This is an optimization exercise on Yosys and OpenROAD, whose aim is small area, a short achievable clock period and few clock cycles per item, not a production implementation.
Where RTL was checked, it was by simulation tests only, not by an equivalence proof against the original.
Power figures rest on the tool's default switching activity, not on a simulated workload.

lane 1:
==> flow/design.v (excerpt) <==
module expu_accumulator #(
    parameter int EXP_BITS  = 8,
    parameter int MANT_BITS = 7,
    parameter int N_ROWS    = 8,
    parameter int ACC_WIDTH = 32,
    parameter int ACC_FRAC  = 16,
    localparam int WIDTH    = EXP_BITS + MANT_BITS + 1
) (
    input  logic                      clk_i,
    input  logic                      rst_ni,
    input  logic                      clear_i,
    input  logic                      enable_i,
    input  logic                      valid_i,
    output logic                      ready_o,
    input  logic [N_ROWS-1:0]         strb_i,
    input  logic [N_ROWS*WIDTH-1:0]   op_i,
    input  logic                      last_i,
    output logic [ACC_WIDTH-1:0]      sum_o,
    output logic                      overflow_o,
    output logic                      valid_o,
    input  logic                      ready_i
);
==> flow/config.mk <==
export PLATFORM = sky130hd
export DESIGN_NAME = expu_accumulator
export DESIGN_NICKNAME = expu_accumulator
export VERILOG_FILES = /design/flow/design.v
export SDC_FILE = /design/flow/constraint.sdc
export NUM_CORES = 4
export LEC_CHECK = 0
export CAP_MARGIN = 20
export CORE_MARGIN = 2
export CORE_UTILIZATION = 40
export SLEW_MARGIN = 20
export SYNTH_HIERARCHICAL = 1
==> flow/constraint.sdc <==
create_clock -name core_clock -period 22.0 [get_ports {clk_i}]
set_input_delay 4.4000 -clock core_clock [delete_from_list [all_inputs] [get_ports {clk_i}]]
set_output_delay 4.4000 -clock core_clock [all_outputs]
set_load 0.01 [all_outputs]
standard.sh (not shown) runs the stock make flow with config.mk's settings and CLKGATE_MAP_FILE= SYNTH_SCRIPT=/design/flow/synth_recipe.tcl, a recipe that flattens the netlist after the stock synthesis.
==> flow/flow/run.sh <==
#!/bin/bash
# The standard layout (standard.sh: the ORFS flow, standard synthesis included), with one
# change: the input and output port buffers are the smallest plain buffer, buf_1, instead of the
# cell buffer_ports picks by itself (a 10 um2 delay buffer).
set -euo pipefail
export BUFFER_PORTS_ARGS="-buffer_cell sky130_fd_sc_hd__buf_1"
bash standard.sh > standard_make.log 2>&1
The following lists how lane 2 was set up differently from lane 1:
==> flow/flow/run.sh <==
#!/bin/bash
# The standard layout (standard.sh: the ORFS flow, standard synthesis included), with two
# changes: the input and output port buffers are the smallest plain buffer, buf_1, instead of the
# cell buffer_ports picks by itself (a 10 um2 delay buffer); and timing repair aims at a setup
# slack of 12.6 ns on the design's clock, so that it speeds up the critical paths.
set -euo pipefail
export BUFFER_PORTS_ARGS="-buffer_cell sky130_fd_sc_hd__buf_1"
export SETUP_SLACK_MARGIN=12.6
bash standard.sh > standard_make.log 2>&1
Findings:
- Lane 2 was carried through to the last stage, and its layout satisfied the timing, DRC and antenna checks.
- Lane 2 vs lane 1: clock power share down in lane 2
- Wire: lane 2 routes more than lane 1
- Changes observed in lane 2 relative to lane 1: count of non-CTS buffers in the layout now sits higher, achievable clock frequency now sits higher, end-of-flow core utilization now sits higher.
No run of this note included a check of the RTL's function; only the layout flow was run.

========
build 6:
Another version of the RTL of expu_accumulator (not shown whole).
For scale: roughly 180 I/O pins.
==> flow/config.mk <==
export PLATFORM = sky130hd
export DESIGN_NAME = expu_accumulator
export DESIGN_NICKNAME = expu_accumulator
export VERILOG_FILES = /design/flow/design.v
export SDC_FILE = /design/flow/constraint.sdc
export NUM_CORES = 4
export LEC_CHECK = 0
export CAP_MARGIN = 20
export CORE_MARGIN = 2
export CORE_UTILIZATION = 40
export CTS_BUF_LIST = sky130_fd_sc_hd__clkbuf_4 sky130_fd_sc_hd__clkbuf_8
export SLEW_MARGIN = 20
export SYNTH_HIERARCHICAL = 1
==> flow/constraint.sdc <==
create_clock -name core_clock -period 22.0 [get_ports {clk_i}]
set_input_delay 4.4000 -clock core_clock [delete_from_list [all_inputs] [get_ports {clk_i}]]
set_output_delay 4.4000 -clock core_clock [all_outputs]
set_load 0.01 [all_outputs]
==> flow/flow/run.sh <==
#!/bin/bash
# The standard layout (standard.sh: the ORFS flow, standard synthesis included), with two
# changes: the input and output port buffers are the smallest plain buffer, buf_1, instead of the
# cell buffer_ports picks by itself (a 10 um2 delay buffer); and timing repair aims at a setup
# slack of 12.6 ns on the design's clock, so that it speeds up the critical paths.
set -euo pipefail
export BUFFER_PORTS_ARGS="-buffer_cell sky130_fd_sc_hd__buf_1"
export SETUP_SLACK_MARGIN=12.6
export TNS_END_PERCENT=30
bash standard.sh > standard_make.log 2>&1
Both conditions hold for build 6: the flow ran to the end and the final layout passed the timing, DRC and antenna checks.
Testbench counts of build 6, summed over its fixed seeds: cycles 4,808, items 4,800.
Modified inputs, build 38 compared to build 6
--- a/flow/flow/run.sh
+++ b/flow/flow/run.sh
@@ -8,3 +8,3 @@
 export SETUP_SLACK_MARGIN=12.6
-export TNS_END_PERCENT=30
+export TNS_END_PERCENT=0
 bash standard.sh > standard_make.log 2>&1
Findings:
Diff build 38..build 6 | sequential share of layout area | unchanged
Build 6 -> build 38: number of gates resized after cts flat
Comparing build 6 against build 38, there is no change at all in number of cells traversed by the worst hold path.
As far as total power goes, build 6 and build 38 are indistinguishable; the numbers are identical.
Re slew at the pin closest to its max-slew limit: no difference whatsoever between build 38 and build 6.
The following lists how build 70 was set up differently from build 38:
- setting GPL_TIMING_DRIVEN to 0 for the first time
--- a/flow/flow/run.sh
+++ b/flow/flow/run.sh
@@ -8,3 +8,2 @@
 export SETUP_SLACK_MARGIN=12.6
-export TNS_END_PERCENT=0
 bash standard.sh > standard_make.log 2>&1
Findings:
No stage failed in build 38, and the final checks on the layout all came back clean.
Build 70: PASS, flow complete, no timing, DRC or antenna violations
In build 70, the overall via count from detail_route came out about 1.7% above the value in build 38.
From build 38 to build 70 the numbers moved as follows: worst slew margin relative to its limit lost 1.2 points; placement-stage worst setup slack lost 600 ps; post-route fraction of the period consumed by the critical path neither gained nor lost much.
Build 70 — cell count 3.9% higher, build 38 as reference
The worst-case clock skew on build 38 is in line with that on build 70.
There was hardly any difference in maximum frequency between build 38 and build 70.
STATUS post-route total power: build 70 wins against build 38

========
Setup of alpha:
Another version of the RTL of expu_accumulator (not shown whole).
Size: about 38 flip-flops, about 180 I/O pins, ~0.012 mm^2 of cells after synthesis.
==> flow/config.mk <==
export PLATFORM = sky130hd
export DESIGN_NAME = expu_accumulator
export DESIGN_NICKNAME = expu_accumulator
export VERILOG_FILES = /design/flow/design.v
export SDC_FILE = /design/flow/constraint.sdc
export NUM_CORES = 4
export LEC_CHECK = 0
export CAP_MARGIN = 20
export CORE_MARGIN = 2
export CORE_UTILIZATION = 40
export SLEW_MARGIN = 90
export SYNTH_HIERARCHICAL = 1
==> flow/constraint.sdc <==
create_clock -name core_clock -period 22.0 [get_ports {clk_i}]
set_input_delay 4.4000 -clock core_clock [delete_from_list [all_inputs] [get_ports {clk_i}]]
set_output_delay 4.4000 -clock core_clock [all_outputs]
set_load 0.01 [all_outputs]
==> flow/flow/run.sh <==
#!/bin/bash
# The standard layout (standard.sh: the ORFS flow, standard synthesis included), with one
# change: the input and output port buffers are the smallest plain buffer, buf_1, instead of the
# cell buffer_ports picks by itself (a 10 um2 delay buffer).
set -euo pipefail
export BUFFER_PORTS_ARGS="-buffer_cell sky130_fd_sc_hd__buf_1"
bash standard.sh > standard_make.log 2>&1
Flow for alpha halted at global routing (5_1_grt), error code GRT-0116.
Testbench counts of alpha, summed over its fixed seeds: cycles 4,808, items 4,800.
Relative to alpha, the following input files were edited for beta:
- SLEW_MARGIN now 20, was 90
--- outcome ---
beta was carried through to the last stage, and its layout satisfied the timing, DRC and antenna checks. Summary of beta over alpha: cell count after placement shows a reduction of 38%, instance area after placement shows a reduction of 0.014 mm^2, number of buffers inserted during clock tree synthesis shows no meaningful change, buffers inserted during post-CTS setup optimization shows no meaningful change, number of H-tree levels shows no meaningful change.
## Diff of input files: gamma against beta
- a change of SLEW_MARGIN from 20 to 40
Findings:
- Comparing beta with gamma, the non-clock buffer total of the final layout came out essentially unchanged.
- Diff beta..gamma | cell depth of the worst hold path | unchanged
- Number of buffers inserted for hold repair after clock tree synthesis came out exactly the same in beta and gamma.
- Between beta and gamma, the difference in final instance area is negligible.
- From gamma to beta, die area did not move at all.
- gamma -> beta: placement-stage cell area delta 0, exact match

========
RTL: one of the versions met above, not the one the previous note started from.
For scale: about 1400 cells after synthesis, roughly 42 flip-flops, ~180 I/O pins, roughly 12000 um^2 of cells after synthesis.
Design expu_accumulator, start of the top module:
module expu_accumulator #(
    parameter int EXP_BITS  = 8,
    parameter int MANT_BITS = 7,
    parameter int N_ROWS    = 8,
    parameter int ACC_WIDTH = 32,
    parameter int ACC_FRAC  = 16,
    localparam int WIDTH    = EXP_BITS + MANT_BITS + 1
) (
    input  logic                      clk_i,
    input  logic                      rst_ni,
    input  logic                      clear_i,
    input  logic                      enable_i,
    input  logic                      valid_i,
    output logic                      ready_o,
    input  logic [N_ROWS-1:0]         strb_i,
    input  logic [N_ROWS*WIDTH-1:0]   op_i,
    input  logic                      last_i,
    output logic [ACC_WIDTH-1:0]      sum_o,
    output logic                      overflow_o,
    output logic                      valid_o,
    input  logic                      ready_i
);
clock: 22.0 ns
lec_check: 0
cap_margin: 20
core_margin: 2
core_utilization: 40
cts_buf_list: sky130_fd_sc_hd__clkbuf_4 sky130_fd_sc_hd__clkbuf_8
gpl_routability_driven: 0
slew_margin: 20
synth_hierarchical: 1
==> flow/flow/run.sh <==
#!/bin/bash
# The standard layout (standard.sh: the ORFS flow, standard synthesis included), with two
# changes: the input and output port buffers are the smallest plain buffer, buf_1, instead of the
# cell buffer_ports picks by itself (a 10 um2 delay buffer); and timing repair aims at a setup
# slack of 12.6 ns on the design's clock, so that it speeds up the critical paths.
set -euo pipefail
export BUFFER_PORTS_ARGS="-buffer_cell sky130_fd_sc_hd__buf_1"
export SETUP_SLACK_MARGIN=12.6
bash standard.sh > standard_make.log 2>&1
Testbench counts at the start, summed over its fixed seeds: cycles 4,808, items 4,800.
Change:
--- a/flow/flow/run.sh
+++ b/flow/flow/run.sh
@@ -5 +5 @@
-# slack of 12.6 ns on the design's clock, so that it speeds up the critical paths.
+# slack of 12.7 ns on the design's clock, so that it speeds up the critical paths.
@@ -8 +8 @@
-export SETUP_SLACK_MARGIN=12.6
+export SETUP_SLACK_MARGIN=12.7
- GPL_ROUTABILITY_DRIVEN: 0 -> not set
- The changed run passed the timing, DRC and antenna checks
- register-to-register slack improves by 0.07 ns
- hold slack improves by 0.0055 ns
- non-clock buffer count grows by 1
- total power shrinks by 5.0%
- count of clock-buffer cells in the layout does not change
- critical path depth is unchanged
- combinational power is about the same
- synthesized cell count stays the same
- core utilization shrinks by 0.24 points
- global-route usage grows by 1.5 points
Change:
--- a/flow/flow/run.sh
+++ b/flow/flow/run.sh
@@ -5 +5 @@
-# slack of 12.7 ns on the design's clock, so that it speeds up the critical paths.
+# slack of 12.6 ns on the design's clock, so that it speeds up the critical paths.
@@ -8 +8 @@
-export SETUP_SLACK_MARGIN=12.7
+export SETUP_SLACK_MARGIN=12.6
After rerunning: The new run finished clean. Cell count barely changes. Non-clock buffer count decreases by 4. Synthesized cell count is unchanged. Worst setup slack got worse by 0.046 ns. Critical path depth is unchanged. Synthesized area is unchanged. Core utilization decreases by 0.43 points. Die area does not change. Sequential share of layout area hardly moves.

## port drivers added, routing unchanged
The flow's constraints put no driver on any port. The routed layouts listed below were extracted and timed again, unchanged, in two steps. Step 1 (the two cells are an assumption about what drives the block):
set clk [get_ports {clk_i}]
set_driving_cell -lib_cell sky130_fd_sc_hd__clkbuf_16 $clk
set_driving_cell -lib_cell sky130_fd_sc_hd__buf_2 [delete_from_list [all_inputs] $clk]
Step 2, shift: input delay + t, output delay - t, t = (earliest + latest rising clock arrival at the registers) / 2. This alone moves slack from input paths to output paths. Three values: ideal ports, drivers, drivers and shift; two values: the first two.
run | t (ns) | setup slack, ns | worst setup path at the end
lane 1 | 0.342 | 11.033 / 11.057 / 10.716 | input to register
lane 2 | 0.349 | 12.295 / 12.317 / 11.968 | input to register
build 6 | 0.340 | 12.671 / 12.651 / 12.408 | input to register
build 38 | 0.340 | 12.671 / 12.651 / 12.408 | input to register
build 70 | 0.354 | 12.665 / 12.641 / 12.435 | input to register
beta | 0.331 | 11.946 / 11.961 / 11.630 | input to register
gamma | 0.331 | 11.946 / 11.961 / 11.630 | input to register
the first run of note 4 | 0.349 | 12.662 / 12.641 / 12.441 | input to register
the second run of note 4 | 0.340 | 12.717 / 12.686 / 12.546 | input to register
the third run of note 4 | 0.342 | 12.671 / 12.651 / 12.401 | input to register
After both steps every run listed still meets setup and hold. The setup slack of lane 2, which loses most, moves by +0.022 ns with the drivers and by -0.327 ns with both steps.
